Background: an optimization exercise with open tools, aiming at small area. Do not read the settings as production practice. In this exercise RTL edits were held to simulation tests only and were not proved equivalent to the original. No activity file was given, so power comes from the tool's default toggle rates. The flow treats the clock pin as an ideal source, which a real chip does not have.

[design/flow/config.mk]
export PLATFORM = sky130hd
export DESIGN_NAME = rotate_points_about_centroid_core
export DESIGN_NICKNAME = rotate_points_about_centroid_core
export VERILOG_FILES = /design/flow/design.v
export SDC_FILE = /design/flow/constraint.sdc
export NUM_CORES = 4
export LEC_CHECK = 0
export CAP_MARGIN = 20
export CORE_MARGIN = 2
export CORE_UTILIZATION = 60
export SLEW_MARGIN = 20
[design/flow/constraint.sdc]
create_clock -name core_clock -period 12.0 [get_ports {clk}]
set_input_delay 2.4000 -clock core_clock [delete_from_list [all_inputs] [get_ports {clk}]]
set_output_delay 2.4000 -clock core_clock [all_outputs]
set_load 0.01 [all_outputs]
[design/flow/design.v]
`default_nettype none
module rotate_points_about_centroid_core #(
  parameter int MaxVertices = 64
) (
  input  wire logic               clk,
  input  wire logic               rst,
  input  wire logic               cfg_we,
  input  wire logic               cfg_idx,
  input  wire logic [15:0]        cfg_data,
  input  wire logic               in_valid,
  output logic                    in_stall,
  input  wire logic signed [15:0] x_in,
  input  wire logic signed [15:0] y_in,
  input  wire logic               last_in,
  output logic                    out_valid,
  input  wire logic               out_stall,
  output logic signed [21:0]      x_out,
  output logic signed [21:0]      y_out,
  output logic                    last_out,
  output logic                    overflow
);
  typedef enum logic [3:0] {
    S_LOAD0, S_LOAD, S_SUMW, S_SUM, S_CHK, S_DIV, S_STORE, S_WAIT, S_RUN
  } st_t;
  st_t               st;
  logic [63:0][31:0] ring;
  logic [5:0]        ph;
  logic [6:0]        cnt;
  logic              dropped;
  logic [15:0]       cos_r, sin_r;
  logic [33:0]       P;
  logic [15:0]       mx, my;
  logic              sx, sy;
  logic [21:0]       y_q;
  logic              axis, neg, r, ov;
  logic full, acc, wr;
  assign full = cnt[6];
  always_comb begin
    in_stall = 1'b1;
    if (st == S_LOAD0) in_stall = 1'b0;
    else if (st == S_LOAD) in_stall = !(full || ph == cnt[5:0]);
  end
  assign acc = in_valid && !in_stall;
  assign wr = acc && (st == S_LOAD0 || !full);
  logic start, skip;
  assign start = (st == S_WAIT) && !ov && (ph == 6'd2);
  assign skip = (st == S_STORE) && axis;
  always_ff @(posedge clk) begin
    ring <= {ring[62:0], wr ? {y_in, x_in} : ring[63]};
    if (st == S_LOAD0 && acc) ph <= 6'd1;
    else ph <= ph + {4'd0, skip, !start && !skip};
  end
  always_ff @(posedge clk) begin
    if (rst) begin
      cos_r <= 16'sd16384;
      sin_r <= '0;
    end else if (cfg_we) begin
      if (cfg_idx) sin_r <= cfg_data;
      else cos_r <= cfg_data;
    end
  end
  logic [3:0]  t;
  logic [1:0]  u;
  logic [15:0] xtap, ytap;
  assign t = ph[5:2];
  assign u = ph[1:0];
  for (genvar k = 0; k < 16; k++) begin : g_tap
    assign xtap[k] = ring[4*k+1][15-k];
    assign ytap[k] = ring[4*k+2][31-k];
  end
  logic xb, yb, cxb, cyb, cdb, top;
  assign top = (t == 4'd0);
  assign xb = xtap[t];
  assign yb = ytap[t];
  assign cxb = mx[4'd15 - t] ^ sx;
  assign cyb = my[4'd15 - t] ^ sy;
  assign cdb = r ? cxb : cyb;
  logic [15:0] src;
  logic [11:0] dsub;
  logic        inv, cin, shl;
  logic [33:0] sum, opv;
  assign opv = {{18{src[15]}}, src} ^ {34{inv}};
  logic [33:0] pa, ob;
  logic [16:0] cy;
  assign pa = shl ? {P[32:0], 1'b0} : P;
  assign ob = {opv[33:22] | dsub, opv[21:0]};
  assign cy[0] = cin;
  for (genvar k = 0; k < 16; k++) begin : g_fa
    assign sum[k] = pa[k] ^ ob[k] ^ cy[k];
    assign cy[k+1] = (pa[k] & ob[k]) | (pa[k] & cy[k]) | (ob[k] & cy[k]);
  end
  assign sum[33:16] = pa[33:16] + ob[33:16] + 18'(cy[16]);
  logic [23:0] q24;
  logic [21:0] satq;
  assign q24 = P[33:10];
  assign satq = (q24[23:21] == 3'b000 || q24[23:21] == 3'b111) ? q24[21:0]
              : {q24[23], {21{~q24[23]}}};
  logic svalid;
  assign svalid = {1'b0, ph} < cnt;
  always_comb begin
    src = '0;
    inv = 1'b0;
    cin = 1'b0;
    shl = 1'b0;
    dsub = '0;
    if (st == S_DIV) begin
      shl = 1'b1;
      dsub = P[33] ? {5'd0, cnt} : -{5'd0, cnt};
      src = {15'd0, !P[33]};
    end else if (st == S_SUM) begin
      if (svalid) begin
        src = axis ? ring[63][31:16] : ring[63][15:0];
        inv = neg;
      end
    end else if (st == S_RUN) begin
      unique case (u)
        2'd1: begin
          src = {1'b0, cdb, 13'd0, (t == 4'd6)};
          shl = 1'b1;
        end
        2'd2: begin
          src = r ? cos_r : sin_r;
          if (xb == cxb) src = '0;
          else begin
            inv = ~xb ^ top;
            cin = inv;
          end
        end
        2'd3: begin
          src = r ? sin_r : cos_r;
          if (yb == cyb) src = '0;
          else begin
            inv = ~yb ^ top ^ r;
            cin = inv;
          end
        end
        default: ;
      endcase
    end
  end
  logic pload, pbit;
  always_comb begin
    pload = 1'b0;
    pbit = 1'b0;
    if (st == S_LOAD0 || st == S_LOAD || st == S_STORE) pload = 1'b1;
    else if (st == S_CHK) pload = P[33];
    else if (start) begin
      pload = 1'b1;
      pbit = my[15] ^ sy;
    end else if (st == S_RUN && !r && ph == 6'd1) begin
      pload = 1'b1;
      pbit = mx[15] ^ sx;
    end
  end
  always_ff @(posedge clk) begin
    if (pload) P <= {{20{pbit}}, 14'd0};
    else P <= sum;   
  end
  always_ff @(posedge clk) begin
    if (st == S_RUN && !r && ph == 6'd1) y_q <= satq;
  end
  always_ff @(posedge clk) begin
    if (rst) begin
      st <= S_LOAD0;
      ov <= 1'b0;
    end else begin
      unique case (st)
        S_LOAD0: begin
          if (acc) begin
            cnt <= 7'd1;
            dropped <= 1'b0;
            axis <= 1'b0;
            neg <= 1'b0;
            st <= last_in ? S_SUMW : S_LOAD;
          end
        end
        S_LOAD: begin
          if (acc) begin
            if (full) dropped <= 1'b1;
            else cnt <= cnt + 7'd1;
            if (last_in) st <= S_SUMW;
          end
        end
        S_SUMW: if (ph == 6'd63) st <= S_SUM;
        S_SUM: if (ph == 6'd63) st <= S_CHK;
        S_CHK: begin
          if (!neg && P[33]) begin
            neg <= 1'b1;
            st <= S_SUMW;
          end else begin
            if (axis) sy <= neg && !P[33];
            else sx <= neg && !P[33];
            st <= S_DIV;
          end
        end
        S_DIV: if (ph == 6'd22) st <= S_STORE;
        S_STORE: begin
          neg <= 1'b0;
          axis <= 1'b1;
          if (!axis) begin
            mx <= {P[14:0], !P[33]};
            st <= S_SUMW;
          end else begin
            my <= {P[14:0], !P[33]};
            st <= S_WAIT;
          end
        end
        S_WAIT: begin
          if (ov) begin
            if (!out_stall) begin
              ov <= 1'b0;
              cnt <= cnt - 7'd1;
              if (cnt == 7'd1) st <= S_LOAD0;
            end
          end else if (start) begin
            r <= 1'b0;
            st <= S_RUN;
          end
        end
        S_RUN: begin
          if (ph == 6'd1) r <= 1'b1;
          if (r && ph == 6'd63) begin
            ov <= 1'b1;
            st <= S_WAIT;
          end
        end
        default: st <= S_LOAD0;
      endcase
    end
  end
  assign out_valid = ov;
  assign x_out = satq;
  assign y_out = y_q;
  assign last_out = (cnt == 7'd1);
  assign overflow = dropped;
endmodule
`default_nettype wire
[design/flow/flow/run.sh]
#!/bin/bash
# Standard ORFS layout (the standard.sh), with two changes to how the layout is made:
#  - clock tree synthesis without dummy loads, from clkbuf_8 buffers in larger clusters;
#  - port buffers made of buf_1 cells.
set -euo pipefail
export CTS_ARGS="-sink_clustering_enable -repair_clock_nets -dont_use_dummy_load -buf_list sky130_fd_sc_hd__clkbuf_16 -sink_clustering_size 36 -sink_clustering_max_diameter 70"
export BUFFER_PORTS_ARGS="-buffer_cell sky130_fd_sc_hd__buf_1"
bash standard.sh > standard.log 2>&1
[design/flow/standard.sh]
#!/bin/bash
# synth_recipe.tcl (not shown) runs the flow's synth.tcl, then flattens the netlist and writes it again
# the make line also repeats each setting of config.mk as NAME=value (left out here)
make -C /OpenROAD-flow-scripts/flow DESIGN_CONFIG=/design/flow/config.mk WORK_HOME=/design/flow/orfs CLKGATE_MAP_FILE= SYNTH_SCRIPT=/design/flow/synth_recipe.tcl "${@:-finish}"
==> run summary <==
[metal layers]
| layer | GRT usage [%] | wire length (um) | up-vias |
|---|---|---|---|
| li1 | - | - | 9748 |
| met1 | 25.79 | 37540 | 9325 |
| met2 | 26.31 | 31240 | 330 |
| met3 | 3.119 | 2903 | 134 |
| met4 | 6.216 | 2517 | 6 |
| met5 | 0 | 37 | - |
[power by group]
group | leakage [nW] | internal [mW] | switching, mW
combinational | 2.52 | 0.266 | 0.405
sequential | 18.0 | 8.66 | 0.394
clock | 0.949 | 1.17 | 1.91
total | 21.4 | 10.1 | 2.71
[critical path, delay by kind of cell (launching register included)]
family,cells,cell delay (ps)
buffers and inverters,2,230
adders and majority gates,18,6400
AOI/OAI and AO/OA,11,1770
xor gates and xnor gates,3,530
DFF,1,410
and+or+nand+nor,3,840
muxes,2,1040
[Yosys cell counts (4+ instances only)]
library cell / instances / area (sq um)
sky130_fd_sc_hd__xor2_1: 16 / 140.1
sky130_fd_sc_hd__nand3_1: 7 / 35.03
sky130_fd_sc_hd__o31ai_1: 5 / 37.54
sky130_fd_sc_hd__edfxtp_1: 67 / 2012
sky130_fd_sc_hd__clkbuf_1: 45 / 168.9
sky130_fd_sc_hd__dfxtp_1: 2125 / 42540
sky130_fd_sc_hd__nor3_1: 14 / 70.07
sky130_fd_sc_hd__a221oi_1: 5 / 43.79
sky130_fd_sc_hd__nor2_1: 55 / 206.5
sky130_fd_sc_hd__ha_1: 27 / 337.8
sky130_fd_sc_hd__and3_1: 6 / 37.54
sky130_fd_sc_hd__nor2b_1: 10 / 62.56
sky130_fd_sc_hd__mux4_2: 15 / 337.8
sky130_fd_sc_hd__a21oi_1: 59 / 295.3
sky130_fd_sc_hd__and2_1: 20 / 125.1
sky130_fd_sc_hd__a22oi_1: 16 / 120.1
sky130_fd_sc_hd__nor4_1: 5 / 31.28
sky130_fd_sc_hd__fa_1: 19 / 380.4
sky130_fd_sc_hd__nand2_1: 153 / 574.3
sky130_fd_sc_hd__mux2i_1: 23 / 230.2
sky130_fd_sc_hd__and4_1: 4 / 35.03
sky130_fd_sc_hd__inv_1: 29 / 108.9
sky130_fd_sc_hd__xnor2_1: 27 / 236.5
sky130_fd_sc_hd__a211oi_1: 4 / 30.03
sky130_fd_sc_hd__a31oi_1: 5 / 31.28
sky130_fd_sc_hd__o21ai_0: 41 / 205.2
sky130_fd_sc_hd__buf_1: 6 / 22.52
sky130_fd_sc_hd__nand2b_1: 8 / 50.05
sky130_fd_sc_hd__mux2_2: 64 / 720.7
sky130_fd_sc_hd__a21boi_0: 4 / 30.03
sky130_fd_sc_hd__o22ai_1: 17 / 106.4
[cells by family (layout without fill, tap and decap cells)]
| logic type | Yosys count | in the layout | synth area share, % |
|---|---|---|---|
| flops | 2192 | 2192 | 89.30 |
| simple gates | 297 | 297 | 2.671 |
| compound gates | 188 | 188 | 2.400 |
| mux | 105 | 105 | 2.718 |
| buf+inv | 84 | 241 | 0.6545 |
| fa+ha+maj | 46 | 46 | 1.439 |
| xor+xnor | 45 | 45 | 0.8200 |
| other cells | 0 | 1 | 0 |
[per-stage QoR]
step | instances | setup TNS, ps | util (%) | hold WS [ps] | total power [mW]
after detailed placement | 4102 | -792.6 | 62.78 | 312.1 | 9.868
after global routing | 4184 | 0 | 65.28 | 292.2 | 13.34
final | 4185 | 0 | 65.28 | 292.5 | 12.81
after global placement | 4102 | -736.1 | 62.77 | 309.8 | 9.842
after CTS | 4181 | 0 | 65.18 | 291.0 | 12.93
after floorplan | 2957 | 0 | - | 309.6 | 9.469
[flip-flops by register name (all words and copies together), names as in the netlist, 4 cells and up]
| register | flops |
|---|---|
| P | 34 |
| ph | 6 |
| sin_r | 16 |
| y_q | 22 |
| cnt | 7 |
| ring | 2048 |
| my | 16 |
| mx | 16 |
| st | 4 |
| cos_r | 16 |
[cell usage in the layout (no fill, tap or decap), types with 9 or more instances in the layout]
cell type / n
sky130_fd_sc_hd__a21oi_1: 59
sky130_fd_sc_hd__a22oi_1: 16
sky130_fd_sc_hd__and2_1: 20
sky130_fd_sc_hd__buf_1: 101
sky130_fd_sc_hd__buf_4: 33
sky130_fd_sc_hd__clkbuf_16: 77
sky130_fd_sc_hd__dfxtp_1: 2123
sky130_fd_sc_hd__edfxtp_1: 67
sky130_fd_sc_hd__fa_2: 11
sky130_fd_sc_hd__ha_1: 27
sky130_fd_sc_hd__inv_1: 29
sky130_fd_sc_hd__mux2_2: 64
sky130_fd_sc_hd__mux2i_1: 23
sky130_fd_sc_hd__mux4_2: 15
sky130_fd_sc_hd__nand2_1: 153
sky130_fd_sc_hd__nor2_1: 53
sky130_fd_sc_hd__nor2b_1: 9
sky130_fd_sc_hd__nor3_1: 13
sky130_fd_sc_hd__o21ai_0: 38
sky130_fd_sc_hd__o22ai_1: 17
sky130_fd_sc_hd__xnor2_1: 27
sky130_fd_sc_hd__xor2_1: 16
[path summary, 6_finish.rpt]
path,from,to,cells past startpoint
worst min register to register,ring[651]$_DFF_P_,ring[683]$_DFF_P_,0
worst max-delay path,ph[3]$_SDFF_PP0_,P[32]$_DFF_P_,39
worst max register to register,ph[3]$_SDFF_PP0_,P[32]$_DFF_P_,39
worst min-delay path,ring[651]$_DFF_P_,ring[683]$_DFF_P_,0
[area by class of cell]
class / count / area share [%]
Inverter: 29 / 0.2028
Clock buffer: 77 / 3.589
Sequential cell: 2192 / 83.00
Multi-Input combinational cell: 681 / 9.537
Tap cell: 1070 / 2.494
Antenna cell: 1 / 0.004661
Timing Repair Buffer: 135 / 1.177
[timing repair]
item | in CTS | in global routing
setup buffers | 2 | 3
endpoints found under the hold margin | 0 | 0
setup endpoints to repair | 5 | 7
gates resized for setup | 8 | 18
pin swaps | 0 | 7
hold buffers | 0 | 0
==> impl_metrics.tcl <==
set metrics [dict create \
    synth_cell_type_count 63 \
    dieHeight_um 292.4 \
    std_cell_rows 105 \
    slew-limit-headroom_pct 33.26 \
    run_status "finished clean" \
    htree_num_levels 3 \
    crit_path_max_incr_delay_ps 550 \
    die_width_um 292.4 \
    cpMostUsedCell "sky130_fd_sc_hd__fa_2" \
    avgSynthCellArea_sq_um 16.87 \
    rsz_0062_raised_after_global_routing "false" \
    path_class "flop to flop" \
    routabilityCongestion 0.8405 \
    hold_viol 0 \
    final_cell_area_sq_mm 0.05369 \
    area.sequential_sq_mm 0.04456 \
    vias_per_cell 4.670 \
    cts-buffers-inserted 77 \
    globalRouteOverflowTotal 0 \
    routed_wire_length_per_instance_um 17.74 \
    cts_tree "built" \
    route.antenna.remaining_nets 0 \
    synth-edff-count 67 \
    insertion_delay_ps 670 \
    critical_path.endpoint_type "flop" \
    vdd.ir_drop.worst_uv 186.3 \
    leakage_nw 21.44 \
    core_sq_mm 0.08224 \
    setup_ws_ps 522.9 \
    cell_chosen_for_the_clock_root "sky130_fd_sc_hd__clkbuf_16" \
    synth-seq-cells 2192 \
    remaining_drc_errors 0 \
    dp_slack_ps -289.0 \
    cpMaxStageDelayCell "sky130_fd_sc_hd__mux4_2" \
    grt_start_max_net_pins 47 \
    sequential_share_of_the_synthesized_area_pct 89.30 \
    grt_antenna_before_repair 12 \
    powerDensity_mw_per_mm2 238.5 \
    maxCapViolCount 0 \
    flow.area_growth_from_synthesis_pct 7.604 \
    worstMarginPinSlew_ps 993.5 \
    synthFlopType "sky130_fd_sc_hd__dfxtp_1" \
    firstDrtPassIters 5 \
    filler_cell_count 5682 \
    overall_die_area_sq_mm 0.08548 \
    num_vias 19540 \
    synth_async_sr_flop_share_pct 0 \
    setup-violations-final 0 \
    initial_core_utilization_pct 60.67 \
    clkSinkCount 2192 \
    mappedNetlistArea_sq_mm 0.04989 \
    cts_buffer_depth 3 \
    post_dp_hpwl_um 46910 \
    placement.io_buffers 102 \
    grt_first_pass_wirelength_um 114400 \
    timing.final.crit_share_pct 95.64 \
    period_needed_ps 11480 \
    initialDrtViolationCount 966 \
    post_dp_cell_area_sq_mm 0.05163 \
    ys.warnings.count 1 \
    timing.reg2reg.setup_slack_ps 520 \
    finalClockSkew_ps 106.5 \
    pin_count 103 \
    min-delay-path-class "flop to flop" \
    syn_nets 3058 \
    critical_path_arrival_ps 11930 \
    cts.reportedPaths.clkPinSlew_ps 120 \
    timing.final.max_slew_violations 0 \
    layout-drive-gt1-share_pct 7.193 \
    syn_inst 2957 \
    critical_path.startpoint_type "flop" \
    layout.nets 3217 \
    worstPathMaxFanout 6 \
    grt.total_usage_pct 17.51 \
    required_ps 12450 \
    clock.fmax_ghz 0.08713 \
    first_global_vias 19770 \
    wl_um 74240 \
    multi_input_area_sq_mm 0.005120 \
]

## port drivers added, routing unchanged
In the flow no input, the clock included, has a driving cell. The finished layout below was timed again as built, in two steps. Step 1 assumes that a clkbuf_16 drives the clock port and a buf_2 every other input. Step 2 also shifts input and output timing later by t, the mid clock arrival at the registers, as if the neighbouring blocks saw the same clock. Slacks: ideal / step 1 / step 2; pairs: ideal / step 1.
t, ns: 0.682
setup slack, ns: 0.523 / 0.523 / 0.523
hold slack, ns: 0.293 / 0.293 / 0.293
slew at the worst register clock pin (ns): 0.12 / 0.12
worst data-port slew with drivers (ns): 0.13
After both steps this run still meets setup and hold. For this run, drivers alone change the setup slack by 0.000 ns; drivers and shift together by 0.000 ns.
